Source: an optimization exercise on an open RTL-to-GDS flow (aim: small area, a short achievable clock period and few clock cycles per item). Production flows keep margins and buffers that such runs may drop.
The RTL was checked by simulation tests, not by an equivalence proof against the original design.
Power figures rest on the tool's default switching activity, not on a simulated workload.

## try-harbor
// pool_engine
module pool_engine (
	input  logic        clk,
	input  logic        rst,
	input  logic        i_start,
	input  logic [19:0] i_cfg,	 
	input  logic        i_in_valid,
	input  logic [15:0] i_in_data,
	output logic        o_in_credit,
	output logic        o_out_valid,
	output logic [15:0] o_out_data,
	input  logic        i_out_credit,
	output logic        o_busy,
	output logic        o_done
);
	logic        op_q;	 
	logic [2:0]  sh_q;	 
	logic [3:0]  mask_q;	 
	logic [15:0] rem_q;	 
	logic        rem1_q;	 
	logic [15:0] fifo_mem [4];
	logic [1:0]  wr_ptr;
	logic [3:0]  rd_sel;	 
	logic [3:0]  occ;	 
	logic [15:0] head;
	logic [3:0]  atom_q;	 
	logic        nfirst_q;	 
	logic        nlast_q;	 
	logic        nword0_q;	 
	logic [3:0]  chan_q;	 
	logic        ch15_q;	 
	logic [3:0]  since_q;	 
	logic        aligned_q;	 
	logic [3:0]  used_q;	 
	logic        pop, win_end;
	logic [3:0]  atom_nx;
	logic [15:0] rem_dec;
	logic [19:0] acc;	 
	logic [8:0]  lo_sum;
	logic        w_v;
	logic [7:0]  w_lo;
	logic [7:0]  w_hi;	 
	logic        w_c8;	 
	logic        w_gtlo;	 
	logic        gt;	 
	logic        w_last, w_final;
	logic [19:0] ring [16];
	logic        s2_v, s2_final;
	assign pop     = occ[0] && (!nword0_q || aligned_q) && (nlast_q || !used_q[3]);
	assign win_end = !nlast_q && ch15_q;
	assign atom_nx = nlast_q ? atom_q + 4'd1 : 4'd0;
	assign head    = ({16{rd_sel[0]}} & fifo_mem[0]) | ({16{rd_sel[1]}} & fifo_mem[1]) |
	                 ({16{rd_sel[2]}} & fifo_mem[2]) | ({16{rd_sel[3]}} & fifo_mem[3]);
	assign acc     = nfirst_q ? ring[14] : 20'd0;
	assign lo_sum  = {1'b0, acc[7:0]} + {1'b0, head[7:0]};
	assign gt      = w_v && ((w_hi > ring[15][15:8]) || ((w_hi == ring[15][15:8]) && w_gtlo));
	always_comb begin
		for (int i = 0; i < 16; i++) begin
			rem_dec[i] = rem_q[i] ^ ~|(rem_q & ((16'd1 << i) - 16'd1));
  ...
Settings: LEC_CHECK=0, ABC_CLOCK_PERIOD_IN_PS=1600, CAP_MARGIN=20, CORE_MARGIN=2, CORE_UTILIZATION=65, CTS_BUF_LIST=sky130_fd_sc_hd__clkbuf_8, CTS_CLUSTER_DIAMETER=40, CTS_CLUSTER_SIZE=16, SETUP_SLACK_MARGIN=4.4, SLEW_MARGIN=20; clock period 6.0 ns.
run.sh (not shown) runs the stock make flow with config.mk's settings and CLKGATE_MAP_FILE= SYNTH_SCRIPT=/design/flow/synth_recipe.tcl, a recipe that flattens the netlist after the stock synthesis.
Testbench counts of try-harbor, summed over its fixed seeds: cycles 41,208, words 40,688.
For try-maple, these inputs were changed with respect to try-harbor:
Settings: changing SETUP_SLACK_MARGIN from 4.4 to 4.0; changing ABC_CLOCK_PERIOD_IN_PS from 1600 to 2000.
try-maple ends up with a arrival time reported for the critical path endpoint that is 1.67 ns lower than in try-harbor. try-maple ended up with a lower multi-input gate share of total cell area than try-harbor did. Higher combinational power was reported by try-harbor, not try-maple. Of try-harbor and try-maple, the lower power belongs to try-maple. Taking try-harbor as the reference point, the cell count along the critical path of try-maple falls by 9. [diff] final area, try-maple relative to try-harbor: improvement.
The following lists how try-xenon was set up differently from try-maple:
Settings: a change of SETUP_SLACK_MARGIN from 4.0 to 3.7; an added ABC_AREA of 1.
==> run summary <==
try-xenon: clock-buffer cell count 2.0% above try-maple. Looking at signed area change from the synthesized netlist to the final layout, try-xenon sits below try-maple. Number of tapcells is higher on try-xenon. On sequential cell area, try-xenon and try-maple are basically level.
For try-ember, these inputs were changed with respect to try-xenon:
Settings: clearing ABC_AREA, which used to be 1.
## What came out
- Global-route track usage on met2 sits lower in try-ember than in try-xenon.
- What try-xenon reported for number of global-route vias before repair has to be multiplied by 0.930 to get the figure for try-ember.
- Compared with try-xenon, try-ember improves minimum clock period after layout.
- try-ember vs. try-xenon: combinational power has decreased; total wire length essentially unchanged; synthesized cell area moved down; power attributed to the clock group decreased about 3%.
- try-ember against try-xenon: layout-stage area growth over the synthesis result has increased, non-clock buffer count down 6.
- Going from try-xenon to try-ember, the die span in x was found to have gone down by 0.58%.

==> re-timing with driven ports <==
The flow's constraints put no driver on any port. The routed layouts listed below were extracted and timed again, unchanged, in two steps.
Step 1 sets driving cells, clkbuf_16 on the clock port and buf_2 on the other inputs (assumed; they add their load-dependent delay and slew).
Step 2 moves the port delays by t, midway between the first and last clock arrival at a register: inputs arrive t later, outputs are due t later. That takes back most of the time a late clock gives input paths.
Three values: ideal ports, drivers, drivers and shift; two values: the first two.
| run | shift t [ns] | slack for setup (ns) | worst register clock-pin slew, ns | cell pins on the clock port's net |
|---|---|---|---|---|
| try-harbor | 0.627 | 3.640 / 3.613 / 3.553 | 0.10 / 0.10 | 1 |
| try-maple | 0.616 | 3.639 / 3.599 / 3.441 | 0.10 / 0.10 | 1 |
| try-xenon | 0.620 | 3.633 / 3.586 / 3.280 | 0.10 / 0.10 | 1 |
| try-ember | 0.626 | 3.654 / 3.608 / 3.150 | 0.09 / 0.09 | 1 |
After both steps setup and hold are still met in every run listed. For try-ember, which loses most, drivers alone change the setup slack by -0.046 ns; drivers and shift together by -0.504 ns.
